This is an optimization exercise on Yosys and OpenROAD, whose aim is small area, a short achievable clock period and few clock cycles, not a production implementation.
At most, simulation tests tie the RTL to the original design; equivalence was not proved.

==> inputs of delta <==
// mat_vec_sequencer
module mat_vec_sequencer #(
    parameter int FRAC_BITS = 16,
    parameter int DIM_W     = 8
) (
    input  logic             clk,
    input  logic             reset,
    input  logic             start,
    input  logic [DIM_W-1:0] m_dim,
    input  logic [DIM_W-1:0] n_dim,
    input  logic             transpose,
    output logic             mat_read,
    output logic [DIM_W-1:0] mat_m_addr,
    output logic [DIM_W-1:0] mat_n_addr,
    output logic             mat_tr,
    input  logic [31:0]      mat_data,
    output logic [DIM_W-1:0] vec_addr,
    input  logic [31:0]      vec_data,
    output logic             y_valid,
    input  logic             y_ready,
    output logic [DIM_W-1:0] y_addr,
    output logic [31:0]      y_data,
    output logic             busy,
    output logic             done
);
    logic             busy_q, done_q, rd_q, yv_q, ep, rp;
    logic [DIM_W-1:0] r, c, r_last, c_last, ya;
    logic             tr;
    logic             v1, f1, l1, e1;    
    logic             vA, fA, lA, eA;    
    logic             vB, fB, lB, eB;    
    wire idle    = !busy_q && !done_q;
    wire go      = idle && start;
    wire nz      = (m_dim != '0) && (n_dim != '0);
    wire c_end   = (c == c_last);
    wire r_end   = (r == r_last);
  ...
clock: 12.0 ns
lec_check: 0
abc_area: 1
cap_margin: 20
core_margin: 2
core_utilization: 40
slew_margin: 20
tns_end_percent: 0
standard.sh (not shown) runs the stock make flow with config.mk's settings and CLKGATE_MAP_FILE= SYNTH_SCRIPT=/design/flow/synth_recipe.tcl, a recipe that flattens the netlist after the stock synthesis.
==> flow/flow/run.sh <==
#!/bin/bash
# The standard layout (standard.sh) with these changes:
# - Yosys's generic abc pass before full-adder extraction is skipped (-noabc), so extract_fa
#   sees the adder trees as written and does not put inverters between full adders;
# - port buffers are buf_2 rather than the delay buffer buffer_ports picks by itself;
# - clock tree: larger sink clusters and no dummy loads.
# Registers are untouched by all of them.
bash standard.sh SYNTH_ARGS=-noabc SETUP_SLACK_MARGIN=${MARGIN:-9.2} \
  "BUFFER_PORTS_ARGS=-buffer_cell sky130_fd_sc_hd__buf_2" \
  "CTS_ARGS=-sink_clustering_enable -repair_clock_nets -dont_use_dummy_load -sink_clustering_size 24 -sink_clustering_max_diameter 120" \
  finish > standard.log 2>&1
==> fjord: changes against delta <==
--- a/flow/design.v
+++ b/flow/design.v
@@ -93,23 +93,23 @@
         eA <= e1;
         fB <= fA;
         lB <= lA;
         eB <= eA;
         if (go)        ya <= '0;
         else if (xfer) ya <= ya + 1'b1;
     end
-    logic [31:0] an_r, acc;
-    logic [15:0] bon, btn, bn;
+    logic [31:0] a_r, acc;
+    logic [15:0] bo, bt, bn;
     logic [32:0] vb;
     assign vb = {vec_data, 1'b0};
     logic [107:0] hb;
     logic [15:0] lb;
     logic        ck;
-    logic [32:0] aen;
-    assign aen = {an_r[31], an_r};
+    logic [32:0] ae;
+    assign ae = {a_r[31], a_r};
     logic [32:0] pp0;
     logic [32:0] pp1;
     logic [32:0] pp2;
     logic [32:0] pp3;
     logic [32:0] pp4;
     logic [32:0] pp5;
     logic [32:0] pp6;
@@ -118,30 +118,30 @@
     logic [32:0] pp9;
     logic [32:0] pp10;
     logic [32:0] pp11;
     logic [32:0] pp12;
     logic [32:0] pp13;
     logic [32:0] pp14;
     logic [32:0] pp15;
-    assign pp0 = ~(({33{bon[0]}} | aen) & ({33{btn[0]}} | {aen[31:0], 1'b1})) ^ {33{bn[0]}};
-    assign pp1 = ~(({33{bon[1]}} | aen) & ({33{btn[1]}} | {aen[31:0], 1'b1})) ^ {33{bn[1]}};
-    assign pp2 = ~(({33{bon[2]}} | aen) & ({33{btn[2]}} | {aen[31:0], 1'b1})) ^ {33{bn[2]}};
-    assign pp3 = ~(({33{bon[3]}} | aen) & ({33{btn[3]}} | {aen[31:0], 1'b1})) ^ {33{bn[3]}};
-    assign pp4 = ~(({33{bon[4]}} | aen) & ({33{btn[4]}} | {aen[31:0], 1'b1})) ^ {33{bn[4]}};
-    assign pp5 = ~(({33{bon[5]}} | aen) & ({33{btn[5]}} | {aen[31:0], 1'b1})) ^ {33{bn[5]}};
-    assign pp6 = ~(({33{bon[6]}} | aen) & ({33{btn[6]}} | {aen[31:0], 1'b1})) ^ {33{bn[6]}};
-    assign pp7 = ~(({33{bon[7]}} | aen) & ({33{btn[7]}} | {aen[31:0], 1'b1})) ^ {33{bn[7]}};
-    assign pp8 = ~(({33{bon[8]}} | aen) & ({33{btn[8]}} | {aen[31:0], 1'b1})) ^ {33{bn[8]}};
-    assign pp9 = ~(({33{bon[9]}} | aen) & ({33{btn[9]}} | {aen[31:0], 1'b1})) ^ {33{bn[9]}};
-    assign pp10 = ~(({33{bon[10]}} | aen) & ({33{btn[10]}} | {aen[31:0], 1'b1})) ^ {33{bn[10]}};
-    assign pp11 = ~(({33{bon[11]}} | aen) & ({33{btn[11]}} | {aen[31:0], 1'b1})) ^ {33{bn[11]}};
-    assign pp12 = ~(({33{bon[12]}} | aen) & ({33{btn[12]}} | {aen[31:0], 1'b1})) ^ {33{bn[12]}};
-    assign pp13 = ~(({33{bon[13]}} | aen) & ({33{btn[13]}} | {aen[31:0], 1'b1})) ^ {33{bn[13]}};
-    assign pp14 = ~(({33{bon[14]}} | aen) & ({33{btn[14]}} | {aen[31:0], 1'b1})) ^ {33{bn[14]}};
-    assign pp15 = ~(({33{bon[15]}} | aen) & ({33{btn[15]}} | {aen[31:0], 1'b1})) ^ {33{bn[15]}};
+    assign pp0 = (({33{bo[0]}} & ae) | ({33{bt[0]}} & {ae[31:0], 1'b0})) ^ {33{bn[0]}};
+    assign pp1 = (({33{bo[1]}} & ae) | ({33{bt[1]}} & {ae[31:0], 1'b0})) ^ {33{bn[1]}};
+    assign pp2 = (({33{bo[2]}} & ae) | ({33{bt[2]}} & {ae[31:0], 1'b0})) ^ {33{bn[2]}};
+    assign pp3 = (({33{bo[3]}} & ae) | ({33{bt[3]}} & {ae[31:0], 1'b0})) ^ {33{bn[3]}};
+    assign pp4 = (({33{bo[4]}} & ae) | ({33{bt[4]}} & {ae[31:0], 1'b0})) ^ {33{bn[4]}};
+    assign pp5 = (({33{bo[5]}} & ae) | ({33{bt[5]}} & {ae[31:0], 1'b0})) ^ {33{bn[5]}};
+    assign pp6 = (({33{bo[6]}} & ae) | ({33{bt[6]}} & {ae[31:0], 1'b0})) ^ {33{bn[6]}};
+    assign pp7 = (({33{bo[7]}} & ae) | ({33{bt[7]}} & {ae[31:0], 1'b0})) ^ {33{bn[7]}};
+    assign pp8 = (({33{bo[8]}} & ae) | ({33{bt[8]}} & {ae[31:0], 1'b0})) ^ {33{bn[8]}};
+    assign pp9 = (({33{bo[9]}} & ae) | ({33{bt[9]}} & {ae[31:0], 1'b0})) ^ {33{bn[9]}};
+    assign pp10 = (({33{bo[10]}} & ae) | ({33{bt[10]}} & {ae[31:0], 1'b0})) ^ {33{bn[10]}};
+    assign pp11 = (({33{bo[11]}} & ae) | ({33{bt[11]}} & {ae[31:0], 1'b0})) ^ {33{bn[11]}};
+    assign pp12 = (({33{bo[12]}} & ae) | ({33{bt[12]}} & {ae[31:0], 1'b0})) ^ {33{bn[12]}};
+    assign pp13 = (({33{bo[13]}} & ae) | ({33{bt[13]}} & {ae[31:0], 1'b0})) ^ {33{bn[13]}};
+    assign pp14 = (({33{bo[14]}} & ae) | ({33{bt[14]}} & {ae[31:0], 1'b0})) ^ {33{bn[14]}};
+    assign pp15 = (({33{bo[15]}} & ae) | ({33{bt[15]}} & {ae[31:0], 1'b0})) ^ {33{bn[15]}};
     wire bs1 = bn[1] ^ pp0[2];
     wire bc2 = bn[1] & pp0[2];
     wire bs3 = pp0[3] ^ pp1[1];
     wire bc4 = pp0[3] & pp1[1];
     wire bs5 = bn[2] ^ pp0[4] ^ pp1[2];
     wire bc6 = (bn[2] & pp0[4]) | (bn[2] & pp1[2]) | (pp0[4] & pp1[2]);
     wire bs7 = pp2[0] ^ bc4;
@@ -1187,18 +1187,18 @@
     wire ms913 = hb[106] ^ hb[107] ^ acc_in[31];
     wire mc914 = (hb[106] & hb[107]) | (hb[106] & acc_in[31]) | (hb[107] & acc_in[31]);
     wire ms915 = mc910 ^ ms913;
     wire mc916 = mc910 & ms913;
     logic [31:0] acc_n;
     assign acc_n = {mc912, mc908, mc902, mc896, mc892, mc886, mc880, mc874, mc870, mc864, mc858, mc852, mc846, mc840, mc834, mc828, mc822, mc816, mc810, mc804, mc798, mc794, mc788, mc784, mc778, mc774, mc768, mc764, ms761, mc754, mc750, c16} + {ms915, ms911, ms907, ms901, ms895, ms891, ms885, ms879, ms873, ms869, ms863, ms857, ms851, ms845, ms839, ms833, ms827, ms821, ms815, ms809, ms803, ms797, ms793, ms787, ms783, ms777, ms773, ms767, ms763, ms757, ms753, ms749};
     always_ff @(posedge clk) begin
-        an_r <= ~mat_data;
+        a_r <= mat_data;
         for (int i = 0; i < 16; i++) begin
-            bon[i] <= ~(vb[2*i+1] ^ vb[2*i]);
-            btn[i] <= ~((vb[2*i+2] & ~vb[2*i+1] & ~vb[2*i]) | (~vb[2*i+2] & vb[2*i+1] & vb[2*i]));
+            bo[i] <= vb[2*i+1] ^ vb[2*i];
+            bt[i] <= (vb[2*i+2] & ~vb[2*i+1] & ~vb[2*i]) | (~vb[2*i+2] & vb[2*i+1] & vb[2*i]);
             bn[i] <= vb[2*i+2];
         end
         hb  <= hb_n;
             lb <= lb_n;
         ck  <= ck_n;
         if (!blocked) acc <= acc_n;
     end
==> flow/flow/run.sh (replaced) <==
#!/bin/bash
# The standard layout (standard.sh) with these changes:
# - Yosys's generic abc pass before full-adder extraction is skipped (-noabc), so extract_fa
#   sees the adder trees as written and does not put inverters between full adders;
# - port buffers are buf_2 rather than the delay buffer buffer_ports picks by itself;
# - clock tree: larger sink clusters and no dummy loads.
# Registers are untouched by all of them.
bash standard.sh SYNTH_ARGS=-noabc SETUP_SLACK_MARGIN=${MARGIN:-8.5} MATCH_CELL_FOOTPRINT=0 \
  "BUFFER_PORTS_ARGS=-buffer_cell sky130_fd_sc_hd__buf_2" \
  "CTS_ARGS=-sink_clustering_enable -repair_clock_nets -dont_use_dummy_load -sink_clustering_size 24 -sink_clustering_max_diameter 120" \
  finish > standard.log 2>&1
--- a/flow/config.mk
+++ b/flow/config.mk
@@ -6,8 +6,7 @@
 export NUM_CORES = 4
 export LEC_CHECK = 0
 export ABC_AREA = 1
 export CAP_MARGIN = 20
 export CORE_MARGIN = 2
 export CORE_UTILIZATION = 40
 export SLEW_MARGIN = 20
-export TNS_END_PERCENT = 0
==> maple: changes against delta <==
--- a/flow/design.v
+++ b/flow/design.v
@@ -19,29 +19,32 @@
     input  logic             y_ready,
     output logic [DIM_W-1:0] y_addr,
     output logic [31:0]      y_data,
     output logic             busy,
     output logic             done
 );
     logic             busy_q, done_q, rd_q, yv_q, ep, rp;
-    logic [DIM_W-1:0] r, c, r_last, c_last, ya;
+    logic [DIM_W-1:0] r, c, r_len, c_len, ya;
     logic             tr;
     logic             v1, f1, l1, e1;    
     logic             vA, fA, lA, eA;    
-    logic             vB, fB, lB, eB;    
+    logic             vB, nfB, lB, eB;   
     wire idle    = !busy_q && !done_q;
     wire go      = idle && start;
     wire nz      = (m_dim != '0) && (n_dim != '0);
-    wire c_end   = (c == c_last);
-    wire r_end   = (r == r_last);
+    wire [DIM_W-1:0] c_inc = c + 1'b1;
+    wire [DIM_W-1:0] r_inc = r + 1'b1;
+    wire [DIM_W-1:0] ya_inc = ya + 1'b1;
+    wire c_end   = (c_inc == c_len);
+    wire r_end   = (r_inc == r_len);
     wire tok     = vB && (eB == ep) && !rp;
     wire blocked = yv_q && !y_ready;
     wire xfer    = yv_q && y_ready;
     wire drop    = tok && blocked;
-    wire fin     = xfer && (ya == r_last);
+    wire fin     = xfer && (ya_inc == r_len);
     always_ff @(posedge clk or posedge reset) begin
         if (reset) begin
             busy_q <= 1'b0;
             done_q <= 1'b0;
             rd_q   <= 1'b0;
             yv_q   <= 1'b0;
             ep     <= 1'b0;
@@ -52,54 +55,54 @@
         end else begin
             done_q <= fin || (go && !nz);
             if (go && nz)  busy_q <= 1'b1;
             else if (fin)  busy_q <= 1'b0;
             rp <= drop;
             if (rp)        rd_q <= 1'b1;
             else if (go)   rd_q <= nz;
-            else if (c_end && r_end) rd_q <= 1'b0;
+            else if (rd_q && c_end && r_end) rd_q <= 1'b0;
             if (rp)        ep <= ~ep;
             v1 <= rd_q;
             vA <= v1;
             vB <= vA;
             if (tok && !blocked) yv_q <= lB;
             else if (xfer)       yv_q <= 1'b0;
         end
     end
     always_ff @(posedge clk) begin
         if (go) begin
-            r_last <= (transpose ? n_dim : m_dim) - 1'b1;
-            c_last <= (transpose ? m_dim : n_dim) - 1'b1;
+            r_len <= transpose ? n_dim : m_dim;
+            c_len <= transpose ? m_dim : n_dim;
             tr     <= transpose;
         end
         if (rp) begin
-            r <= ya + 1'b1;
+            r <= ya_inc;
             c <= '0;
         end else if (go) begin
             r <= '0;
             c <= '0;
         end else if (rd_q) begin
             if (c_end) begin
                 c <= '0;
-                r <= r + 1'b1;
+                r <= r_inc;
             end else begin
-                c <= c + 1'b1;
+                c <= c_inc;
             end
         end
         f1 <= (c == '0);
         l1 <= c_end;
         e1 <= ep;
         fA <= f1;
         lA <= l1;
         eA <= e1;
-        fB <= fA;
+        nfB <= ~fA;
         lB <= lA;
         eB <= eA;
         if (go)        ya <= '0;
-        else if (xfer) ya <= ya + 1'b1;
+        else if (xfer) ya <= ya_inc;
     end
     logic [31:0] an_r, acc;
     logic [15:0] bon, btn, bn;
     logic [32:0] vb;
     assign vb = {vec_data, 1'b0};
     logic [107:0] hb;
     logic [15:0] lb;
@@ -1010,15 +1013,15 @@
     assign lb_n[10] = bs81;
     assign lb_n[11] = bs83;
     assign lb_n[12] = bc84;
     assign lb_n[13] = bs97;
     assign lb_n[14] = bc98;
     assign lb_n[15] = bs111;
     logic [31:0] acc_in;
-    assign acc_in = fB ? 32'd0 : acc;
+    assign acc_in = acc & {32{nfB}};
     logic [9:0] csum;
     assign csum = {1'b0, {lb[14], lb[12], lb[10], lb[8], lb[6], lb[4], lb[2], lb[0]}, 1'b1} + {1'b0, {lb[15], lb[13], lb[11], lb[9], lb[7], lb[5], lb[3], lb[1]}, ck};
     wire c16 = csum[9];
     wire ms747 = hb[0] ^ hb[1] ^ hb[2];
     wire mc748 = (hb[0] & hb[1]) | (hb[0] & hb[2]) | (hb[1] & hb[2]);
     wire ms749 = hb[3] ^ acc_in[0] ^ ms747;
     wire mc750 = (hb[3] & acc_in[0]) | (hb[3] & ms747) | (acc_in[0] & ms747);
==> flow/flow/run.sh (replaced) <==
#!/bin/bash
# The standard layout (standard.sh) with these changes:
# - synthesis: flow/synth.tcl, which is synth_recipe.tcl with Yosys's generic abc pass before
#   full-adder extraction skipped (-noabc, so extract_fa sees the adder trees as written and
#   puts no inverters between full adders) and an area-oriented final mapping
#   (flow/abc_area.script); registers are untouched;
# - port buffers are buf_2 rather than the delay buffer buffer_ports picks by itself;
# - clock tree: larger sink clusters and no dummy loads.
export FLOW_FLOW_ABC_SCRIPT=$PWD/flow/abc_area.script
bash standard.sh SYNTH_SCRIPT=$PWD/flow/synth.tcl SYNTH_ARGS=-noabc SETUP_SLACK_MARGIN=${MARGIN:-8.8} \
  "BUFFER_PORTS_ARGS=-buffer_cell sky130_fd_sc_hd__buf_2" \
  "CTS_ARGS=-sink_clustering_enable -repair_clock_nets -dont_use_dummy_load -sink_clustering_size 24 -sink_clustering_max_diameter 120" \
  finish > standard.log 2>&1
==> flow/flow/abc_area.script (new file) <==
&get -n
&st
&dch -f
&nf -a
&put
topo
stime -c
==> flow/flow/synth.tcl (new file) <==
proc synth {args} { yosys synth -nofsm -noshare {*}$args }
proc abc {args} {
  set i [lsearch $args -script]
  if {$i >= 0} { lset args [expr {$i + 1}] $::env(FLOW_FLOW_ABC_SCRIPT) }
  yosys abc {*}$args
}
source $::env(SCRIPTS_DIR)/synth.tcl
# left out here: clear keep_hierarchy, flatten, clean up, hide names made inside functions, write 1_2_yosys.v
==> comparison table <==
| quantity | fjord | maple | delta |
|---|---|---|---|
| Non-clk buf share | 7.89% | 3.96% | 4.22% |
| Drt initial violations | 2796 | 2052 | 2361 |
| Net Count, Synth | 3473 | 2868 | 3484 |
| Status | timing/DRC/antenna clean | timing/DRC/antenna clean | timing/DRC/antenna clean |
| Placed wire-length estimate | 63300 um | 55800 um | 57900 um |
| Die X | 269 um | 259 um | 270 um |
| Crit path arrival time | 1.24 ns | 4.00 ns | 1.22 ns |
| Global-route wire length before repair | 142000 um | 132000 um | 136000 um |
| Synthesized area per cell | 9.77 um^2 | 11.4 um^2 | 9.75 um^2 |
| Die Y | 269 um | 259 um | 270 um |
| Clk pin slew, worst setup/hold paths | 0.09 ns | 0.10 ns | 0.10 ns |
| Worst Tran Pin Value | 0.898 ns | 0.995 ns | 0.841 ns |
| Hold Path Sink | lB | lB | fB |
Testbench counts of delta, summed over its fixed seeds: cycles 39,365.
Testbench counts of maple, summed over its fixed seeds: cycles 39,365.
Function not checked in fjord: the RTL went through the layout flow alone.

==> separate check: timing with driven ports <==
The flow's constraints put no driver on any port. The routed layouts listed below were extracted and timed again, unchanged, in two steps. Step 1: set_driving_cell puts a clkbuf_16 on clk and a buf_2 on each other input, an assumption about the parent block. Step 2, shift: input delay + t, output delay - t, t = (earliest + latest rising clock arrival at the registers) / 2. This alone moves slack from input paths to output paths. Slacks: ideal ports / drivers / drivers and shift; pairs: ideal ports / drivers.
| run | t (ns) | setup slack, ns | hold slack, ns | slew at the worst register clock pin (ns) | cell pins on the clock port's net |
|---|---|---|---|---|---|
| delta | 0.591 | 8.384 / 8.315 / 7.975 | 0.303 / 0.303 / 0.303 | 0.10 / 0.10 | 1 |
| fjord | 0.601 | 8.358 / 8.297 / 8.114 | 0.334 / 0.334 / 0.334 | 0.10 / 0.10 | 1 |
| maple | 0.575 | 8.376 / 8.325 / 8.359 | 0.334 / 0.334 / 0.334 | 0.10 / 0.10 | 1 |
After both steps setup and hold are still met in every run listed. The setup slack of delta, which loses most, moves by -0.069 ns with the drivers and by -0.409 ns with both steps.
